Context: an optimization exercise on an open-source flow, tuned for small area and a short achievable clock period. The choices shown serve that exercise and are no tape-out recipe. Where RTL was checked, it was by simulation tests only, not by an equivalence proof against the original. Power and IR drop assume default switching activity.

## job 2094
==> flow/design.v (excerpt) <==
module aluCluster (
    input  logic                            clk,
    input  logic                            rstN,
    input  logic                            awvalid,
    output logic                            awready,
    input  logic [aluBusPkg::ADDR_W-1:0]    awaddr,
    input  logic                            wvalid,
    output logic                            wready,
    input  logic [aluPkg::DATA_W-1:0]       wdata,
    output logic                            bvalid,
    input  logic                            bready,
    output logic [aluBusPkg::RESP_W-1:0]    bresp,
    input  logic                            arvalid,
    output logic                            arready,
    input  logic [aluBusPkg::ADDR_W-1:0]    araddr,
    output logic                            rvalid,
    input  logic                            rready,
    output logic [aluPkg::DATA_W-1:0]       rdata,
    output logic [aluBusPkg::RESP_W-1:0]    rresp
);
Size in the first run: ~1400 cells after synthesis, roughly 260 flip-flops, roughly 17000 um^2 of cells after synthesis.
Settings: LEC_CHECK=0, CAP_MARGIN=20, CORE_MARGIN=2, CORE_UTILIZATION=40, CTS_BUF_LIST=sky130_fd_sc_hd__clkbuf_8, CTS_CLUSTER_DIAMETER=300, CTS_CLUSTER_SIZE=16, SLEW_MARGIN=20; clock period 26.0 ns.
standard.sh (not shown) runs the stock make flow with config.mk's settings and CLKGATE_MAP_FILE= SYNTH_SCRIPT=/design/flow/synth_recipe.tcl, a recipe that flattens the netlist after the stock synthesis.
==> flow/flow/run.sh <==
#!/bin/bash
# The standard layout, with plain buffers on the ports instead of the
# delay buffers buffer_ports picks on its own, and repair aiming for slack
# well beyond the clock target. Tool output goes to make.log here and to
# orfs/logs.
set -euo pipefail
bash standard.sh \
  "BUFFER_PORTS_ARGS=-buffer_cell sky130_fd_sc_hd__buf_1" \
  SETUP_SLACK_MARGIN=15 \
  finish > make.log 2>&1
Here is what was changed in the inputs of job 208 compared with job 2094.
==> flow/flow/run.sh <==
#!/bin/bash
# The standard layout, with plain buffers on the ports instead of the
# delay buffers buffer_ports picks on its own, repair aiming for slack well
# beyond the clock target, and no dummy clock loads. Tool output goes to
# make.log here and to orfs/logs.
set -euo pipefail
bash standard.sh \
  "BUFFER_PORTS_ARGS=-buffer_cell sky130_fd_sc_hd__buf_1" \
  SETUP_SLACK_MARGIN=15 \
  "CTS_ARGS=-sink_clustering_enable -repair_clock_nets -sink_clustering_size 16 -sink_clustering_max_diameter 300 -buf_list sky130_fd_sc_hd__clkbuf_8 -dont_use_dummy_load" \
  finish > make.log 2>&1
==> results.txt <==
- Job 2094 → job 208: worst slew margin relative to its limit rose 1.7 points, via density per instance saw an increase.
- Summary of job 208 over job 2094: final cell count dropped about 0.8%, clock tree cell share of total cell area dropped 0.43 points.
- Any difference in routed wire length between job 2094 and job 208 is small enough to ignore.
Changes in job 6304 relative to job 208:
diff --git a/flow/flow/run.sh b/flow/flow/run.sh
--- a/flow/flow/run.sh
+++ b/flow/flow/run.sh
@@ -6,5 +6,5 @@
 set -euo pipefail
 bash standard.sh \
-  "BUFFER_PORTS_ARGS=-buffer_cell sky130_fd_sc_hd__buf_1" \
+  "BUFFER_PORTS_ARGS=-buffer_cell sky130_fd_sc_hd__buf_2" \
   SETUP_SLACK_MARGIN=15 \
   "CTS_ARGS=-sink_clustering_enable -repair_clock_nets -sink_clustering_size 16 -sink_clustering_max_diameter 300 -buf_list sky130_fd_sc_hd__clkbuf_8 -dont_use_dummy_load" \
Notes after the runs:
On switching power summed over all nets, job 6304 and job 208 are neck and neck. Worst setup slack: job 6304 vs job 208 down 9.0 ps. Job 6304 vs job 208: routed wirelength normalized by instance count up in job 6304. The final core utilization of job 6304 is higher than that of job 208. On cell leakage power, job 6304 does worse than job 208. Looking at routed wire length across both flows, job 6304 is the weaker of the two, with job 208 ahead. Between job 6304 and job 208, the post-synthesis average cell area does not differ in any meaningful way.


Another version of the RTL of aluCluster (not shown whole).
Size: about 2200 cells after synthesis, about 260 flip-flops, about 96 I/O pins, about 0.017 mm2 of cells after synthesis.
export LEC_CHECK = 0
export ABC_AREA = 1
export CAP_MARGIN = 20
export CORE_MARGIN = 2
export CORE_UTILIZATION = 40
export SLEW_MARGIN = 20
create_clock -name core_clock -period 26.0 [get_ports {clk}]
==> flow/flow/run.sh <==
#!/bin/bash
# The standard layout, with plain buffers on the ports instead of the
# delay buffers buffer_ports picks on its own, and repair aiming for slack
# well beyond the clock target. Tool output goes to make.log here and to
# orfs/logs.
set -euo pipefail
bash standard.sh \
  "BUFFER_PORTS_ARGS=-buffer_cell sky130_fd_sc_hd__buf_2" \
  SETUP_SLACK_MARGIN=15 \
  finish > make.log 2>&1
==> next run, changes <==
Settings changed: ABC_AREA 1 to default.
=> The changed run went through all stages and came out clean; wire length grows by 11%; clock-buffer cell count grows by 3; fmax grows by 0.62%; sequential cell count does not change; via count shrinks by 14%; cell count shrinks by 25%; cell area shrinks by 1.1%; setup slack gets better by 0.070 ns.
No run of this note included a check of the RTL's function; only the layout flow was run.


run 1:
aluCluster, a different RTL version from the one above (not shown whole).
For scale: about 1400 cells after synthesis, ~96 I/O pins, ~0.016 mm^2 of cells after synthesis.
Settings: LEC_CHECK=0, CAP_MARGIN=20, CORE_MARGIN=2, CORE_UTILIZATION=40, CTS_BUF_LIST=sky130_fd_sc_hd__clkbuf_8, CTS_CLUSTER_DIAMETER=300, CTS_CLUSTER_SIZE=16, SLEW_MARGIN=20; clock period 26.0 ns.
==> flow/flow/run.sh <==
#!/bin/bash
# The standard layout, with plain buffers on the ports instead of the
# delay buffers buffer_ports picks on its own, repair aiming for slack well
# beyond the clock target, and no dummy clock loads. Tool output goes to
# make.log here and to orfs/logs.
set -euo pipefail
bash standard.sh \
  "BUFFER_PORTS_ARGS=-buffer_cell sky130_fd_sc_hd__buf_1" \
  SETUP_SLACK_MARGIN=15 \
  "CTS_ARGS=-sink_clustering_enable -repair_clock_nets -sink_clustering_size 16 -sink_clustering_max_diameter 300 -buf_list sky130_fd_sc_hd__clkbuf_8 -dont_use_dummy_load" \
  finish > make.log 2>&1
Having completed the whole flow, run 1 delivered a layout that passed the timing, design-rule and antenna checks.
Edits applied to the flow inputs when going from run 1 to run 2:
- swapping 20 for 5 in SLEW_MARGIN
- swapping 20 for 5 in CAP_MARGIN
- putting SYNTH_HIERARCHICAL at 1 where nothing was set
==> comparison <==
Summary — combined area of all synthesized cells, run 2 relative to run 1: lower, by about 0.8%. Compared with run 1, run 2 shows a lower cell count after placement. From run 1 to run 2 the numbers moved as follows: fraction of the mapped netlist area in compound gates picked up an extra 1.0 points, global-route usage barely changed. Est. power | run 2 vs run 1 | run 2 higher.
[inputs] run 3 vs run 2
- SLEW_MARGIN changed from 5 to 20
- CAP_MARGIN changed from 5 to 20
## What came out
- Re measured slew at the worst slew-check pin: no difference whatsoever between run 2 and run 3.
- Register-to-register setup slack: run 2 vs run 3 — no meaningful difference
- Number of port buffers came out exactly the same in run 2 and run 3.
- Comparing run 2 against run 3, there is no change at all in sequential share of cell area.
- Via count of the first global-routing pass: run 2 vs run 3 — no meaningful difference
- On tap cell instance count, run 2 tracks run 3 almost exactly.
- Comparing run 3 against run 2, there is no change at all in xor/xnor cell area share of the yosys netlist.
- Run 2 -> run 3: minimum clock period delta 0, exact match
- On final period utilization, run 3 tracks run 2 almost exactly.
- Between run 2 and run 3, the share of power burned in the clock network does not differ in any meaningful way.

separate check: timing with driven ports:
The flow's constraints put no driver on any port. The routed layouts listed below were extracted and timed again, unchanged, in two steps.
Step 1 (the two cells are an assumption about what drives the block):
set clk [get_ports {clk}]
set_driving_cell -lib_cell sky130_fd_sc_hd__clkbuf_16 $clk
set_driving_cell -lib_cell sky130_fd_sc_hd__buf_2 [delete_from_list [all_inputs] $clk]
Step 2 also shifts input and output timing later by t, the mid clock arrival at the registers, as if the neighbouring blocks saw the same clock.
Three values: no drivers, after step 1, after step 2; two values: the first two.
run | t, ns | slack for setup (ns) | worst hold slack (ns) | worst setup path at the end
job 2094 | 0.637 | 14.716 / 14.684 / 14.684 | 0.367 / 0.367 / 0.367 | input to output
job 208 | 0.597 | 14.717 / 14.686 / 14.686 | 0.372 / 0.372 / 0.372 | input to output
job 6304 | 0.603 | 14.708 / 14.672 / 14.672 | 0.359 / 0.359 / 0.359 | input to output
the first run of note 2 | 0.636 | 14.615 / 14.581 / 14.581 | 0.348 / 0.348 / 0.348 | input to output
the second run of note 2 | 0.632 | 14.685 / 14.649 / 14.649 | 0.350 / 0.350 / 0.350 | input to output
run 1 | 0.606 | 14.729 / 14.689 / 14.689 | 0.362 / 0.362 / 0.362 | input to output
run 2 | 0.632 | 14.727 / 14.696 / 14.696 | 0.357 / 0.357 / 0.357 | input to output
run 3 | 0.632 | 14.727 / 14.696 / 14.696 | 0.357 / 0.357 / 0.357 | input to output
After both steps setup and hold are still met in every run listed. For run 1, which loses most, drivers alone change the setup slack by -0.040 ns; drivers and shift together by -0.040 ns.
